Context: an optimization exercise on an open-source flow, tuned for small area. The choices shown serve that exercise and are no tape-out recipe.
In this exercise RTL edits were held to simulation tests only and were not proved equivalent to the original.
Power is estimated from default activity; no workload was simulated.

===== design/flow/config.mk =====
export PLATFORM = sky130hd
export DESIGN_NAME = synth_unit
export DESIGN_NICKNAME = synth_unit
export VERILOG_FILES = /design/flow/design.v
export SDC_FILE = /design/flow/constraint.sdc
export NUM_CORES = 4
export LEC_CHECK = 0
export CAP_MARGIN = 20
export CORE_MARGIN = 2
export CORE_UTILIZATION = 40
export PLACE_DENSITY = 0.6
export SLEW_MARGIN = 20

===== design/flow/constraint.sdc =====
create_clock -name core_clock -period 13.0 [get_ports {clk_i}]
set_input_delay 2.6000 -clock core_clock [delete_from_list [all_inputs] [get_ports {clk_i}]]
set_output_delay 2.6000 -clock core_clock [all_outputs]
set_load 0.01 [all_outputs]

===== design/flow/design.v =====
`timescale 1ns/1ps
`default_nettype none
module voice_registers (
    input  logic clk_i,
    input  logic rst_n_i,
    input  logic write_i,
    input  logic [2:0] write_offset_i,
    input  logic [31:0] write_data_i,
    input  logic [3:0] write_strobe_i,
    input  logic [2:0] read_offset_i,
    output logic [31:0] read_data_o,
    output logic cfg_enable_o,
    output logic [1:0] cfg_wave_sel_o,
    output logic [31:0] cfg_increment_o,
    output logic [15:0] cfg_gain_o,
    output logic start_o
);
    logic enable_q;
    logic [1:0] wave_sel_q;
    logic [31:0] inc_q;
    logic [15:0] gain_q;
    logic start_q;
    always_comb begin
        case (read_offset_i)
            3'd0:    read_data_o = {28'b0, wave_sel_q, 1'b0, enable_q};
            3'd1:    read_data_o = inc_q;
            3'd2:    read_data_o = {16'b0, gain_q};
            default: read_data_o = '0;
        endcase
    end
    always_ff @(posedge clk_i) begin
        if (!rst_n_i) begin
            enable_q <= 1'b0;
            wave_sel_q <= '0;
            inc_q <= '0;
            gain_q <= '0;
            start_q <= 1'b0;
        end else begin
            start_q <= write_i && write_offset_i == 3'd0 && write_strobe_i[0] && write_data_i[1];
            if (write_i && write_offset_i == 3'd0 && write_strobe_i[0]) begin
                enable_q <= write_data_i[0];
                wave_sel_q <= write_data_i[3:2];
            end
            for (int b = 0; b < 4; b++) begin
                if (write_i && write_offset_i == 3'd1 && write_strobe_i[b])
                    inc_q[b*8 +: 8] <= write_data_i[b*8 +: 8];
            end
            for (int b = 0; b < 2; b++) begin
                if (write_i && write_offset_i == 3'd2 && write_strobe_i[b])
                    gain_q[b*8 +: 8] <= write_data_i[b*8 +: 8];
            end
        end
    end
    assign cfg_enable_o = enable_q;
    assign cfg_wave_sel_o = wave_sel_q;
    assign cfg_increment_o = inc_q;
    assign cfg_gain_o = gain_q;
    assign start_o = start_q;
endmodule
`default_nettype wire
`timescale 1ns/1ps
`default_nettype none
module unit_registers #(
    parameter int NUM_VOICES = 4
) (
    input  logic clk_i,
    input  logic rst_n_i,
    input  logic write_i,
    input  logic [11:0] write_addr_i,
    input  logic [31:0] write_data_i,
    input  logic [3:0] write_strobe_i,
    input  logic read_i,
    input  logic [11:0] read_addr_i,
    output logic [31:0] read_data_o,
    output logic [NUM_VOICES-1:0] cfg_enable_o,
    output logic [2*NUM_VOICES-1:0] cfg_wave_sel_o,
    output logic [32*NUM_VOICES-1:0] cfg_increment_o,
    output logic [16*NUM_VOICES-1:0] cfg_gain_o,
    output logic [NUM_VOICES-1:0] voice_start_o,
    output logic [31:0] duty_o,
    output logic run_o
);
    logic [NUM_VOICES-1:0] wr_hit;
    logic [32*NUM_VOICES-1:0] blk_data;
    logic [31:0] duty_q;
    logic run_q;
    logic wr_blk, rd_blk;
    assign wr_blk = write_i && (write_addr_i[11:5] == 7'b1000000);
    assign rd_blk = (read_addr_i[11:5] == 7'b1000000);
    for (genvar v = 0; v < NUM_VOICES; v++) begin : g_voice
        assign wr_hit[v] = wr_blk && (write_addr_i[4:3] == v);
        voice_registers u_voice (
            .clk_i           ( clk_i                          ),
            .rst_n_i         ( rst_n_i                        ),
            .write_i         ( wr_hit[v]                      ),
            .write_offset_i  ( write_addr_i[2:0]              ),
            .write_data_i    ( write_data_i                   ),
            .write_strobe_i  ( write_strobe_i                 ),
            .read_offset_i   ( read_addr_i[2:0]               ),
            .read_data_o     ( blk_data[32*v +: 32]           ),
            .cfg_enable_o    ( cfg_enable_o[v]                ),
            .cfg_wave_sel_o  ( cfg_wave_sel_o[2*v +: 2]       ),
            .cfg_increment_o ( cfg_increment_o[32*v +: 32]    ),
            .cfg_gain_o      ( cfg_gain_o[16*v +: 16]         ),
            .start_o         ( voice_start_o[v]               )
        );
    end
    always_ff @(posedge clk_i) begin
        if (!rst_n_i) begin
            duty_q <= '0;
            run_q <= 1'b0;
        end else if (write_i) begin
            for (int b = 0; b < 4; b++) begin
                if (write_addr_i == 12'h820 && write_strobe_i[b])
                    duty_q[b*8 +: 8] <= write_data_i[b*8 +: 8];
            end
            if (write_addr_i == 12'h821 && write_strobe_i[0]) run_q <= write_data_i[0];
        end
    end
    assign duty_o = duty_q;
    assign run_o = run_q;
    always_comb begin
        read_data_o = '0;
        if (read_i) begin
            if (rd_blk) read_data_o = blk_data[32*read_addr_i[4:3] +: 32];
            if (read_addr_i == 12'h820) read_data_o = duty_q;
            if (read_addr_i == 12'h821) read_data_o = {31'b0, run_q};
        end
    end
endmodule
`default_nettype wire
`timescale 1ns/1ps
`default_nettype none
module voice_generator #(
    parameter int NUM_VOICES = 4
) (
    input  logic clk_i,
    input  logic rst_n_i,
    input  logic [NUM_VOICES-1:0] cfg_enable_i,
    input  logic [2*NUM_VOICES-1:0] cfg_wave_sel_i,
    input  logic [32*NUM_VOICES-1:0] cfg_increment_i,
    input  logic [16*NUM_VOICES-1:0] cfg_gain_i,
    input  logic [NUM_VOICES-1:0] voice_start_i,
    input  logic [31:0] duty_i,
    input  logic run_i,
    output logic [15:0] sample_o,
    output logic sample_valid_o,
    input  logic sample_ready_i
);
    logic [31:0] phase_q [NUM_VOICES];
    logic [16*NUM_VOICES-1:0] shaped;
    logic [15:0] mixed, slot_q;
    logic valid_q;
    logic load;
    assign load = run_i && (!valid_q || sample_ready_i);
    always_comb begin
        for (int v = 0; v < NUM_VOICES; v++) begin
            if (!cfg_enable_i[v]) shaped[16*v +: 16] = '0;
            else if (cfg_wave_sel_i[2*v +: 2] == 2'd0) shaped[16*v +: 16] = phase_q[v][31:16];
            else if (phase_q[v] < duty_i) shaped[16*v +: 16] = 16'h7FFF;
            else shaped[16*v +: 16] = 16'h8001;
        end
    end
    voice_mixer #(.NUM_VOICES(NUM_VOICES)) u_mix (
        .samples_i (shaped), .gains_i (cfg_gain_i), .sample_o (mixed)
    );
    always_ff @(posedge clk_i) begin
        if (!rst_n_i) begin
            for (int v = 0; v < NUM_VOICES; v++) phase_q[v] <= '0;
            valid_q <= 1'b0;
        end else begin
            for (int v = 0; v < NUM_VOICES; v++) begin
                if (voice_start_i[v]) phase_q[v] <= '0;
                else if (load && cfg_enable_i[v]) phase_q[v] <= phase_q[v] + cfg_increment_i[32*v +: 32];
            end
            if (load) valid_q <= 1'b1;
            else if (sample_ready_i) valid_q <= 1'b0;
        end
    end
    always_ff @(posedge clk_i) begin
        if (load) slot_q <= mixed;
    end
    assign sample_o = slot_q;
    assign sample_valid_o = valid_q;
endmodule
`default_nettype wire
`timescale 1ns/1ps
`default_nettype none
module sample_fifo #(
    parameter int WIDTH = 16,
    parameter int FIFO_DEPTH = 8
) (
    input  logic clk_i,
    input  logic rst_n_i,
    input  logic [WIDTH-1:0] in_i,
    input  logic in_valid_i,
    output logic in_ready_o,
    output logic [WIDTH-1:0] out_o,
    output logic out_valid_o,
    input  logic out_ready_i
);
    localparam int FIFO_PTR_W = $clog2(FIFO_DEPTH);
    logic [WIDTH-1:0] mem [FIFO_DEPTH];
    logic [FIFO_PTR_W-1:0] wr_ptr, rd_ptr;
    logic [FIFO_PTR_W:0] count;
    logic push, pop, head_valid, take;
    logic [WIDTH-1:0] out_q;
    logic out_valid_q;
    assign in_ready_o = !count[FIFO_PTR_W];
    assign head_valid = (count != '0);
    assign take = !out_valid_q || out_ready_i;
    assign push = in_valid_i && in_ready_o;
    assign pop = head_valid && take;
    always_ff @(posedge clk_i) begin
        if (push) mem[wr_ptr] <= in_i;
    end
    always_ff @(posedge clk_i) begin
        if (!rst_n_i) begin
            wr_ptr <= '0;
            rd_ptr <= '0;
            count <= '0;
            out_valid_q <= 1'b0;
        end else begin
            if (push) wr_ptr <= wr_ptr + 1'b1;
            if (pop) rd_ptr <= rd_ptr + 1'b1;
            case ({push, pop})
                2'b10:   count <= count + 1'b1;
                2'b01:   count <= count - 1'b1;
                default: count <= count;
            endcase
            if (pop) out_valid_q <= 1'b1;
            else if (out_ready_i) out_valid_q <= 1'b0;
        end
    end
    always_ff @(posedge clk_i) begin
        if (pop) out_q <= mem[rd_ptr];
    end
    assign out_o = out_q;
    assign out_valid_o = out_valid_q;
endmodule
`default_nettype wire
`timescale 1ns/1ps
`default_nettype none
module voice_mixer #(
    parameter int NUM_VOICES = 4
) (
    input  logic [16*NUM_VOICES-1:0] samples_i,
    input  logic [16*NUM_VOICES-1:0] gains_i,
    output logic [15:0] sample_o
);
    logic signed [31:0] prod;
    logic signed [19:0] sum;
    always_comb begin
        sum = '0;
        for (int v = 0; v < NUM_VOICES; v++) begin
            prod = $signed(samples_i[16*v +: 16]) * $signed(gains_i[16*v +: 16]);
            sum = sum + 20'(prod >>> 15);
        end
        if (sum > 20'sd32767) sample_o = 16'h7FFF;
        else if (sum < -20'sd32768) sample_o = 16'h8000;
        else sample_o = sum[15:0];
    end
endmodule
`default_nettype wire
`timescale 1ns/1ps
`default_nettype none
module synth_unit (
    input  logic clk_i,
    input  logic rst_n_i,
    input  logic reg_write_i,
    input  logic [11:0] reg_write_addr_i,
    input  logic [31:0] reg_write_data_i,
    input  logic [3:0] reg_write_strobe_i,
    input  logic reg_read_i,
    input  logic [11:0] reg_read_addr_i,
    output logic [31:0] read_data_o,
    output logic [15:0] sample_o,
    output logic sample_valid_o,
    input  logic sample_ready_i
);
    localparam int NUM_VOICES = 4;
    localparam int FIFO_DEPTH = 8;
    logic [NUM_VOICES-1:0] cfg_enable;
    logic [2*NUM_VOICES-1:0] cfg_wave_sel;
    logic [32*NUM_VOICES-1:0] cfg_increment;
    logic [16*NUM_VOICES-1:0] cfg_gain;
    logic [NUM_VOICES-1:0] voice_start;
    logic [31:0] duty;
    logic run;
    logic [15:0] gen_sample;
    logic gen_valid, gen_ready;
    unit_registers #(.NUM_VOICES(NUM_VOICES)) u_regs (
        .clk_i           ( clk_i              ),
        .rst_n_i         ( rst_n_i            ),
        .write_i         ( reg_write_i        ),
        .write_addr_i    ( reg_write_addr_i   ),
        .write_data_i    ( reg_write_data_i   ),
        .write_strobe_i  ( reg_write_strobe_i ),
        .read_i          ( reg_read_i         ),
        .read_addr_i     ( reg_read_addr_i    ),
        .read_data_o     ( read_data_o        ),
        .cfg_enable_o    ( cfg_enable         ),
        .cfg_wave_sel_o  ( cfg_wave_sel       ),
        .cfg_increment_o ( cfg_increment      ),
        .cfg_gain_o      ( cfg_gain           ),
        .voice_start_o   ( voice_start        ),
        .duty_o          ( duty               ),
        .run_o           ( run                )
    );
    voice_generator #(.NUM_VOICES(NUM_VOICES)) u_gen (
        .clk_i (clk_i), .rst_n_i (rst_n_i),
        .cfg_enable_i (cfg_enable), .cfg_wave_sel_i (cfg_wave_sel),
        .cfg_increment_i (cfg_increment), .cfg_gain_i (cfg_gain),
        .voice_start_i (voice_start), .duty_i (duty), .run_i (run),
        .sample_o (gen_sample), .sample_valid_o (gen_valid), .sample_ready_i (gen_ready)
    );
    sample_fifo #(.WIDTH(16), .FIFO_DEPTH(FIFO_DEPTH)) u_fifo (
        .clk_i (clk_i), .rst_n_i (rst_n_i),
        .in_i (gen_sample), .in_valid_i (gen_valid), .in_ready_o (gen_ready),
        .out_o (sample_o), .out_valid_o (sample_valid_o), .out_ready_i (sample_ready_i)
    );
endmodule
`default_nettype wire

===== design/flow/run.sh =====
#!/bin/bash
# synth_recipe.tcl (not shown) runs the flow's synth.tcl, then flattens the netlist and writes it again
# the make line also repeats each setting of config.mk as NAME=value (left out here)
make -C /OpenROAD-flow-scripts/flow DESIGN_CONFIG=/design/flow/config.mk WORK_HOME=/design/flow/orfs CLKGATE_MAP_FILE= SYNTH_SCRIPT=/design/flow/synth_recipe.tcl finish

==> results.txt <==
[final cells by class]
type                       instances  area, µm²
fill                           17300     100000
multi-input combinational       5683      53300
sequential                       541      12400
tap                             2355       2950
clock inverter                    22        267
antenna                           10       25.0
inverter                        1321       4960
timing repair buffer             279       2410
clock buffer                      96       1910
[final timing paths]
path | end | slack, ps | cells after the start
setup / recovery | u_gen.slot_q[5] | 500 | 44
hold / removal | u_gen.phase_q[1][0] | 480 | 2
setup reg to reg | u_gen.slot_q[5] | 500 | 44
hold reg to reg | u_gen.phase_q[1][0] | 480 | 2
[cells by family after synthesis]
group	Yosys count	share of synthesized area, %
adders and majority gates	1672	40.5
AOI/OAI and AO/OA	1265	11.9
DFF	541	17.3
muxes	154	3.07
buffers and inverters	1656	8.72
and+or+nand+nor	2380	15.9
xor gates and xnor gates	211	2.58
[where the power goes]
| part | total, mW | leakage (nW) | internal, mW | switching, mW |
|---|---|---|---|---|
| logic | 0.373 | 31.7 | 0.164 | 0.209 |
| registers | 1.79 | 4.77 | 1.77 | 0.0158 |
| clock network | 1.89 | 1.06 | 1.10 | 0.782 |
| total | 4.05 | 37.6 | 3.04 | 1.01 |
[per-stage QoR]
step                power, mW  area (µm²)  std cells  utilization, %  TNS, ps
CTS                      4.07       78000      10300            43.8        0
finish                   4.05       78200      10300            43.9        0
global route             4.16       78200      10300            43.9    -3.44
floorplan                2.03       71700       7879               -        0
detailed placement       2.20       75900      10200            42.6        0
global placement         2.19       75900      10200            42.6        0
[layer usage]
metal  vias up  global-route usage [%]
met3       433                    3.38
met2      2032                    41.5
met4         0                    11.2
met1     28500                    34.9
li1      25400                       -
met5         -                       0
[timing repair]
item	4_1_cts	5_1_grt
resized for setup	0	23
setup buffers	0	1
setup endpoints to repair	0	16
hold buffers	0	0
[tightest hold or removal path, delay by kind of cell (launching register included)]
kind	cells	cell delay [ps]
flip-flops	1	320
AO/OA/AOI/OAI	1	50
AND/OR/NAND/NOR	1	60
[layout by cell type (no fill, tap or decap), types with 22 or more instances in the layout]
cell type,count
inv_1,1320
nor3_1,39
clkbuf_16,67
o21a_1,71
a31oi_1,28
xor2_1,53
nand2_1,1071
dfxtp_1,380
o21bai_1,28
buf_4,161
fa_1,1085
nor2_1,269
mux4_2,51
a22oi_1,44
nand3_1,142
nand4_1,52
a211oi_1,59
nand2b_1,69
and3_1,32
o21ai_0,131
mux2i_1,86
a221oi_1,29
ha_1,586
a21o_1,144
and2_1,480
clkdlybuf4s50_1,106
a21boi_0,177
a21oi_1,386
edfxtp_1,160
o211ai_1,22
nor2b_1,132
xnor2_1,150
[sequential cells by signal, indices dropped and copies added, names as in the netlist, 4 cells and up]
signal and flops:
u_fifo.count 4, u_regs.g_voice.u_voice.inc_q 128, u_regs.g_voice.u_voice.wave_sel_q 8, u_fifo.mem 128
u_regs.g_voice.u_voice.start_q 4, u_regs.duty_q 32, u_regs.g_voice.u_voice.gain_q 64, u_regs.g_voice.u_voice.enable_q 4
u_fifo.out_q 16, u_gen.phase_q 128, u_gen.slot_q 16
==> summary.md <==
| Metric | Value |
|---|---|
| DR vias | `56,300` |
| Longest Clk Path Bufs | `3` |
| First-pass GRT wire length | `357,000 µm` |
| FP Rows | `about 160` |
| Overflow after GRT | `0` |
| Top delay family on crit path | `adder cells` |
| GP Congestion | `about 1` |
| Final Hold Viols | `0` |
| Final hold slack | `479 ps` |
| Synth top area cells | `fa_1 (30%), dfxtp_1 (11%), ha_1 (10%), inv_1 (6.9%), edfxtp_1 (6.7%)` |
| Wire length on met2 | `107,000 µm` |
| WP buf/inv | `8` |
| Top cell type's share of synthesized area | `a little under a third` |
| Crit-path max FO | `17` |
| Crit end category | `flop` |
| Leak | `37.6 nW` |
| CTS sink cnt | `around 540` |
| TritonCTS clock tree | `built` |
| Required @ worst endpoint | `13,370 ps` |
| Synth Register Bits | `541` |
| Buffers on Ports | `approximately 110` |
| CP max stage cell | `fa_1` |
| Final setup fails | `0` |
| Largest net degree at the start of global routing | `94` |
| Top-count cell post-synth | `inv_1` |
| Met1 Wirelength | `97,200 µm` |
| Crit path DAT | `between 10,000 and 15,000 ps` |
| Initial DRC count | `4,738` |
| Avg WL per Cell | `approximately 23 µm` |
| Placement Setup Slack | `approximately 160 ps` |
| Vias in the first global route | `57,400` |
| R2R Path Start | `u_regs.duty_q[29]` |
| Starting density of the core | `40.2%` |
| Fin nets | `between 9,000 and 10,000` |
| Worst-path clk slew | `60 ps` |
| Post-synth top area cell | `fa_1` |
| Status | `no timing/DRC/antenna violations` |
| TritonCTS Buffers | `66` |
| Slew headroom | `11.9%` |
| Hold_sp | `u_gen.phase_q[1][0]` |
| DR WL met3 | `17,500 µm` |
| Gr usage total | `between 20% and 30%` |
| Commonest register cell after synthesis | `dfxtp_1` |
| Remaining antenna violation count after routing | `0` |
| Top-level I/O count | `around 110` |
| Initial antenna violation count | `13` |
| Vias per cell | `between 5 and 6` |
| Max Transition Viols Final | `0` |
| Distinct cells, synth | `102` |
| Avg Synthesized Cell Area | `9.10 µm²` |
| Worst path most repeated cell | `fa_1` |
| Post-Syn Instances | `7,879` |
| Min setup slack post-route | `~500 ps` |
| Seq/Total Area, Yosys | `17.3%` |
| CTS root buf | `clkbuf_16` |
| DP Wirelength | `188,000 µm` |
| H-tree levels | `3` |
| Hold Crit Class | `reg -> reg` |
| Syn Nets | `between 9,000 and 10,000` |
| Area grow syn2layout | `9.01%` |
| Die area | `183,000 µm²` |
| Clk Latency, worst-skew pair | `650 ps` |
| Fin crit share | `96.1%` |
| Peak Freq | `0.0800 GHz` |
| Worst-Margin Slew | `1320 ps` |
| Final Critical Period | `12,500 ps` |
| Power per cell area | `51.7 nW/µm²` |
| Largest stage delay, worst path | `roughly 510 ps` |
| MaxCap Viol Count | `0` |
| Syn. warnings | `6` |
| Core area | `between 150,000 and 200,000 µm²` |
| Post-Route WL | `233,000 µm` |
| Cell Area, Synth | `71,700 µm²` |
| Worst vdd ir | `between 0.08 and 0.09 mV` |
| Crit path launch type | `flop` |
| Clk_skew | `about 44 ps` |
| Fraction of layout cells with a size suffix above 1 | `5.43%` |
| Pre-antenna DRT Iters | `5` |
| CP Launch Point | `u_regs.duty_q[29]` |
| Die height | `427 µm` |
| Number of synthesized flops with an enable pin | `160` |
| FFs w/ async S/R, synth | `0%` |
| Crit path kind | `reg -> reg` |
| Max Used Layer | `met4` |
| Commonest cells post-synth | `inv_1 (1,320), fa_1 (1,086), nand2_1 (1,071)` |
| DRC errors left | `0` |
| Die X | `427 µm` |

[what the ideal ports hide]
The flow's constraints put no driver on any port. The routed layout listed below was extracted and timed again, unchanged, in two steps.
Step 1 assumes that a clkbuf_16 drives the clock port and a buf_2 every other input.
Step 2 adds t to the input delays and takes it off the output delays; t is the mean of the earliest and latest rising clock arrival at the registers after step 1. Input paths then give back, and output paths get back, about the clock's delay inside the block.
Three values: ideal ports, drivers, drivers and shift; two values: the first two.
t (ns): 0.688
setup slack, ns: 0.504 / 0.504 / 0.504
clock arrival spread, ns: 0.045 / 0.045
worst register clock-pin slew, ns: 0.07 / 0.07
worst slew at a driven data input, ns: 0.14
After both steps setup and hold are still met in this run. The setup slack of this run moves by 0.000 ns with the drivers and by 0.000 ns with both steps.
